What follows belongs to an exercise in optimizing a design on an open flow for small area; a production flow would make more cautious choices. Function was checked by simulation only, so behaviour that the tests miss may differ from the original. No activity file was given, so power comes from the tool's default toggle rates.

==> inputs of build 5 <==
==> flow/design.v <==
`default_nettype none
package core_pkg;
	localparam int REG_ADDR_W = 5;
	localparam logic [REG_ADDR_W-1:0] ZERO_REG = 5'd31;
	localparam int NUM_REGS = 31;
	localparam int IMM_W = 12;
	typedef enum logic [3:0] {
		op_nop  = 4'd0,
		op_add  = 4'd1,
		op_sub  = 4'd2,
		op_and  = 4'd3,
		op_orr  = 4'd4,
		op_eor  = 4'd5,
		op_addi = 4'd6,
		op_subi = 4'd7,
		op_andi = 4'd8
	} opcode_e;
	typedef struct packed {
		opcode_e               op;
		logic [REG_ADDR_W-1:0] rd;
		logic [REG_ADDR_W-1:0] rn;
		logic [REG_ADDR_W-1:0] rm;
		logic [IMM_W-1:0]      imm;
	} inst_t;
	typedef struct packed {
		logic                  wr;
		logic                  use_imm;
		logic                  sub;
		logic [1:0]            fn;
		logic [REG_ADDR_W-1:0] rd;
		logic [REG_ADDR_W-1:0] rn;
		logic [IMM_W-1:0]      b;
	} uop_t;
	localparam logic [1:0] FN_ADD = 2'd0;
	localparam logic [1:0] FN_AND = 2'd1;
	localparam logic [1:0] FN_ORR = 2'd2;
	localparam logic [1:0] FN_EOR = 2'd3;
endpackage
`default_nettype wire
`default_nettype none
module inst_decode (
	input  wire logic    issue,
	input  core_pkg::inst_t inst,
	output core_pkg::uop_t  uop
);
	logic valid_op;
	always_comb begin
		valid_op    = 1'b1;
		uop.use_imm = 1'b0;
		uop.sub     = 1'b0;
		uop.fn      = core_pkg::FN_ADD;
		case (inst.op)
			core_pkg::op_add:  ;
			core_pkg::op_sub:  uop.sub = 1'b1;
			core_pkg::op_and:  uop.fn  = core_pkg::FN_AND;
			core_pkg::op_orr:  uop.fn  = core_pkg::FN_ORR;
			core_pkg::op_eor:  uop.fn  = core_pkg::FN_EOR;
			core_pkg::op_addi: uop.use_imm = 1'b1;
			core_pkg::op_subi: begin
				uop.use_imm = 1'b1;
				uop.sub     = 1'b1;
			end
			core_pkg::op_andi: begin
				uop.use_imm = 1'b1;
				uop.fn      = core_pkg::FN_AND;
			end
			default: valid_op = 1'b0;
		endcase
		uop.wr = issue && valid_op && (inst.rd != core_pkg::ZERO_REG);
		uop.rd = inst.rd;
		uop.rn = inst.rn;
		uop.b  = uop.use_imm ? inst.imm : core_pkg::IMM_W'(inst.rm);
	end
endmodule
`default_nettype wire
`default_nettype none
module reg_file #(
	parameter int DATA_W = 64
) (
	input  wire logic                            clk,
	input  wire logic                            rst_n,
	input  wire logic [core_pkg::NUM_REGS-1:0]   ra_sel,
	input  wire logic [core_pkg::NUM_REGS-1:0]   rb_sel,
	output logic      [DATA_W-1:0]               ra_data,
	output logic      [DATA_W-1:0]               rb_data,
	input  wire logic                            we,
	input  wire logic [core_pkg::REG_ADDR_W-1:0] wa_addr,
	input  wire logic [DATA_W-1:0]               wd
);
	logic [core_pkg::NUM_REGS-1:0][DATA_W-1:0] regs;
	logic [DATA_W-1:0]                         wd_r;
	assign wd_r = wd & {DATA_W{rst_n}};
	for (genvar i = 0; i < core_pkg::NUM_REGS; i++) begin : g_reg
		logic en;
		assign en = !rst_n || (we && (wa_addr == core_pkg::REG_ADDR_W'(i)));
		always_ff @(posedge clk) begin
			if (en) begin
				regs[i] <= wd_r;
			end
		end
	end
	always_comb begin
		ra_data = '0;
		rb_data = '0;
		for (int i = 0; i < core_pkg::NUM_REGS; i++) begin
			ra_data = ra_data | ({DATA_W{ra_sel[i]}} & regs[i]);
			rb_data = rb_data | ({DATA_W{rb_sel[i]}} & regs[i]);
		end
	end
endmodule
`default_nettype wire
`default_nettype none
module alu #(
	parameter int DATA_W = 64
) (
	input  wire logic              sub,
	input  wire logic [1:0]        fn,
	input  wire logic [DATA_W-1:0] a,
	input  wire logic [DATA_W-1:0] b,
	output logic      [DATA_W-1:0] y
);
	localparam int LEVELS = (DATA_W > 32) ? 6 : (DATA_W > 16) ? 5 : (DATA_W > 8) ? 4 : (DATA_W > 4) ? 3 : 2;
	logic              keep_c;
	logic              keep_p;
	logic              keep_g;
	logic [DATA_W-1:0] bx;
	logic [DATA_W-1:0] p;
	logic [DATA_W-1:0] g;
	logic [DATA_W-1:0] c;
	logic [DATA_W-1:0] pg_g [2*LEVELS];
	logic [DATA_W-1:0] pg_p [2*LEVELS];
	assign keep_c = (fn == core_pkg::FN_ADD);
	assign keep_p = (fn != core_pkg::FN_AND);
	assign keep_g = (fn == core_pkg::FN_AND) || (fn == core_pkg::FN_ORR);
	assign bx = b ^ {DATA_W{sub}};
	assign p  = a ^ bx;
	assign g  = a & bx;
	always_comb begin
		pg_g[0]    = g & {DATA_W{keep_c}};
		pg_p[0]    = p;
		pg_g[0][0] = pg_g[0][0] | (p[0] & sub);
		for (int l = 0; l < LEVELS; l++) begin
			pg_g[l+1] = pg_g[l];
			pg_p[l+1] = pg_p[l];
			for (int i = 0; i < DATA_W; i++) begin
				if (((i + 1) % (2 << l)) == 0) begin
					pg_g[l+1][i] = pg_g[l][i] | (pg_p[l][i] & pg_g[l][i-(1<<l)]);
					pg_p[l+1][i] = pg_p[l][i] & pg_p[l][i-(1<<l)];
				end
			end
		end
		for (int l = LEVELS - 2; l >= 0; l--) begin
			pg_g[2*LEVELS-1-l] = pg_g[2*LEVELS-2-l];
			pg_p[2*LEVELS-1-l] = pg_p[2*LEVELS-2-l];
			for (int i = 0; i < DATA_W; i++) begin
				if ((((i + 1) % (2 << l)) == (1 << l)) && (i >= (2 << l))) begin
					pg_g[2*LEVELS-1-l][i] = pg_g[2*LEVELS-2-l][i] | (pg_p[2*LEVELS-2-l][i] & pg_g[2*LEVELS-2-l][i-(1<<l)]);
					pg_p[2*LEVELS-1-l][i] = pg_p[2*LEVELS-2-l][i] & pg_p[2*LEVELS-2-l][i-(1<<l)];
				end
			end
		end
		c = {pg_g[2*LEVELS-1][DATA_W-2:0], sub};
	end
	assign y = ((p & {DATA_W{keep_p}}) ^ c) | (g & {DATA_W{keep_g}});
endmodule
`default_nettype wire
`default_nettype none
module int_pipe #(
	parameter int DATA_W = 64
) (
	input  wire logic                            clk,
	input  wire logic                            rst_n,
	input  wire logic                            issue,
	input  wire logic [30:0]                     inst,
	output logic                                 wb_valid,
	output logic      [core_pkg::REG_ADDR_W-1:0] wb_reg,
	output logic      [DATA_W-1:0]               wb_data
);
	core_pkg::inst_t inst_s;
	core_pkg::uop_t  dec_uop;
	core_pkg::uop_t  id_uop;
	logic                            ex_wr;
	logic                            ex_sub;
	logic [1:0]                      ex_fn;
	logic [core_pkg::REG_ADDR_W-1:0] ex_rd;
	logic [core_pkg::NUM_REGS-1:0]   ex_sel_a;
	logic [core_pkg::NUM_REGS-1:0]   ex_sel_b;
	logic [core_pkg::IMM_W-1:0]      ex_imm;
	logic [DATA_W-1:0] rf_a;
	logic [DATA_W-1:0] rf_b;
	logic [DATA_W-1:0] op_b;
	logic [DATA_W-1:0] alu_y;
	logic                            wb_wr;
	logic [core_pkg::REG_ADDR_W-1:0] wb_rd;
	logic [DATA_W-1:0]               wb_y;
	assign inst_s = inst;
	inst_decode u_decode (
		.issue (issue),
		.inst  (inst_s),
		.uop   (dec_uop)
	);
	always_ff @(posedge clk) begin
		if (!rst_n) begin
			id_uop.wr <= 1'b0;
			ex_wr     <= 1'b0;
		end else begin
			id_uop.wr <= dec_uop.wr;
			ex_wr     <= id_uop.wr;
		end
		id_uop.use_imm <= dec_uop.use_imm;
		id_uop.sub     <= dec_uop.sub;
		id_uop.fn      <= dec_uop.fn;
		id_uop.rd      <= dec_uop.rd;
		id_uop.rn      <= dec_uop.rn;
		id_uop.b       <= dec_uop.b;
		ex_sub <= id_uop.sub;
		ex_fn  <= id_uop.fn;
		ex_rd  <= id_uop.rd;
		for (int i = 0; i < core_pkg::NUM_REGS; i++) begin
			ex_sel_a[i] <= (id_uop.rn == core_pkg::REG_ADDR_W'(i));
			ex_sel_b[i] <= !id_uop.use_imm && (id_uop.b[core_pkg::REG_ADDR_W-1:0] == core_pkg::REG_ADDR_W'(i));
		end
		ex_imm <= id_uop.use_imm ? id_uop.b : '0;
	end
	reg_file #(
		.DATA_W (DATA_W)
	) u_reg_file (
		.clk     (clk),
		.rst_n   (rst_n),
		.ra_sel  (ex_sel_a),
		.rb_sel  (ex_sel_b),
		.ra_data (rf_a),
		.rb_data (rf_b),
		.we      (ex_wr),
		.wa_addr (ex_rd),
		.wd      (alu_y)
	);
	assign op_b = rf_b | DATA_W'(ex_imm);
	alu #(
		.DATA_W (DATA_W)
	) u_alu (
		.sub (ex_sub),
		.fn  (ex_fn),
		.a   (rf_a),
		.b   (op_b),
		.y   (alu_y)
	);
	always_ff @(posedge clk) begin
		if (!rst_n) begin
			wb_wr <= 1'b0;
		end else begin
			wb_wr <= ex_wr;
		end
		wb_rd <= ex_rd;
		wb_y  <= alu_y;
	end
	assign wb_valid = wb_wr;
	assign wb_reg   = wb_rd;
	assign wb_data  = wb_y;
endmodule
`default_nettype wire
==> flow/run.sh <==
#!/bin/bash
# synth_recipe.tcl (not shown) runs the flow's synth.tcl, then flattens the netlist and writes it again
# the make line also repeats each setting of config.mk as NAME=value (left out here)
make -C /OpenROAD-flow-scripts/flow DESIGN_CONFIG=/design/flow/config.mk WORK_HOME=/design/flow/orfs CLKGATE_MAP_FILE= SYNTH_SCRIPT=/design/flow/synth_recipe.tcl finish
==> flow/config.mk <==
export PLATFORM = sky130hd
export DESIGN_NAME = int_pipe
export DESIGN_NICKNAME = int_pipe
export VERILOG_FILES = /design/flow/design.v
export SDC_FILE = /design/flow/constraint.sdc
export NUM_CORES = 4
export LEC_CHECK = 0
export CAP_MARGIN = 20
export CELL_PAD_IN_SITES_DETAIL_PLACEMENT = 1
export CELL_PAD_IN_SITES_GLOBAL_PLACEMENT = 1
export CORE_MARGIN = 2
export CORE_UTILIZATION = 40
export PLACE_DENSITY = 0.45
export SLEW_MARGIN = 20
==> flow/constraint.sdc <==
create_clock -name core_clock -period 8.0 [get_ports {clk}]
set_input_delay 1.6000 -clock core_clock [delete_from_list [all_inputs] [get_ports {clk}]]
set_output_delay 1.6000 -clock core_clock [all_outputs]
set_load 0.01 [all_outputs]
==> trial 43 (differences from build 5) <==
==> flow/flow/run.sh (new file) <==
#!/bin/bash
# Layout flow: the standard flow, except that the synthesis maps the
# logic with ABC's area recovery (flow/abc_area_rec.script) instead of
# ORFS's delay-oriented script, and the clock tree uses larger clusters. Registers are mapped before ABC runs, so
# they are the standard synthesis's. Each tool's output goes to the ORFS
# logs under orfs/logs; make's own output goes to flow_make.log here.
set -euo pipefail
HERE=$(pwd)

# ORFS synth.tcl, with the ABC script replaced
sed '/source \$::env(SCRIPTS_DIR)\/synth_preamble.tcl/a set abc_args [lreplace $abc_args 1 1 '"$HERE"'/flow/abc_area_rec.script]' \
	"$FLOW_HOME/scripts/synth.tcl" > my_synth.tcl
grep -q "abc_area_rec.script" my_synth.tcl

# The standard flow's synthesis wrapper, sourcing the script above
sed "s#source \$::env(SCRIPTS_DIR)/synth.tcl#source $HERE/my_synth.tcl#" synth_recipe.tcl > my_synth_recipe.tcl
grep -q "my_synth.tcl" my_synth_recipe.tcl

# The standard layout, with the synthesis wrapper above
sed "s#SYNTH_SCRIPT=[^ ]*#SYNTH_SCRIPT=$HERE/my_synth_recipe.tcl#" standard.sh > my_standard.sh
grep -q "my_synth_recipe.tcl" my_standard.sh

export CTS_ARGS="-sink_clustering_enable -repair_clock_nets -sink_clustering_size 20 -sink_clustering_max_diameter 60 -dont_use_dummy_load"

bash my_standard.sh "$@" > flow_make.log 2>&1
==> flow/flow/abc_area_rec.script (new file) <==
strash
&get -n
&st
&dch
&nf -R 1000
&put
topo
==> flow/standard.sh (new file) <==
#!/bin/bash
# synth_recipe.tcl (not shown) runs the flow's synth.tcl, then flattens the netlist and writes it again
# the make line also repeats each setting of config.mk as NAME=value (left out here)
make -C /OpenROAD-flow-scripts/flow DESIGN_CONFIG=/design/flow/config.mk WORK_HOME=/design/flow/orfs CLKGATE_MAP_FILE= SYNTH_SCRIPT=/design/flow/synth_recipe.tcl "${@:-finish}"
SETUP_SLACK_MARGIN = 0.1   (was unset)
removed: flow/run.sh
==> results by group <==
Power
  • Switching power total: 12.9 mW
  • Worst IR Drop VDD: 0.204 mV
  • Fraction of power consumed by the clock network: 29.0%

Route
  • DRT iter0 DRCs: 16.9k

Setup path
  • Most prevalent standard cell on the critical path: sky130_fd_sc_hd__buf_4

Clocking
  • Register clock-pin slew on the reported worst setup and hold paths: 60 ps

Outcome
  • Run status: finished clean

Global route
  • First-pass GRT wire length: 670000 um

Synthesis
  • Synthesized area per cell: 14.9 um^2
That was build 5.
==> results by group <==
Outcome
  • Run status: finished clean

Power
  • Fraction of power consumed by the clock network: 22.4%
  • Switching power total: 10.9 mW
  • Worst IR Drop VDD: 0.294 mV

Global route
  • First-pass GRT wire length: 556000 um

Layout
  • Final instance area: 98800 um^2
  • NonClk Buf Share: 3.88%

Route
  • Antenna-violating nets left: 0
  • DRT iter0 DRCs: 14.1k

Clocking
  • Register clock-pin slew on the reported worst setup and hold paths: 80 ps

Synthesis
  • Arithmetic-cell share of the synthesized area counting full adders, half adders and majority gates: 0.957%
  • Synthesized area per cell: 16.0 um^2

Setup path
  • Most prevalent standard cell on the critical path: sky130_fd_sc_hd__nand2_1
That was trial 43.

## afterwards: timing with drivers on the ports
How much do the figures lean on ideal ports? The routed layouts below were timed once more, with nothing changed but the port constraints.
Step 1 assumes that a clkbuf_16 drives the clock port and a buf_2 every other input.
Step 2, shift: input delay + t, output delay - t, t = (earliest + latest rising clock arrival at the registers) / 2. This alone moves slack from input paths to output paths.
Slacks: no drivers / after step 1 / after step 2; pairs: no drivers / after step 1.
| run | t (ns) | setup slack, ns | worst register clock-pin slew, ns | pins driven straight from the clock port |
|---|---|---|---|---|
| build 5 | 0.984 | 1.068 / 1.068 / 1.068 | 0.07 / 0.07 | 1 |
| trial 43 | 0.933 | 0.387 / 0.387 / 0.387 | 0.09 / 0.09 | 1 |
After both steps every run listed still meets setup and hold.
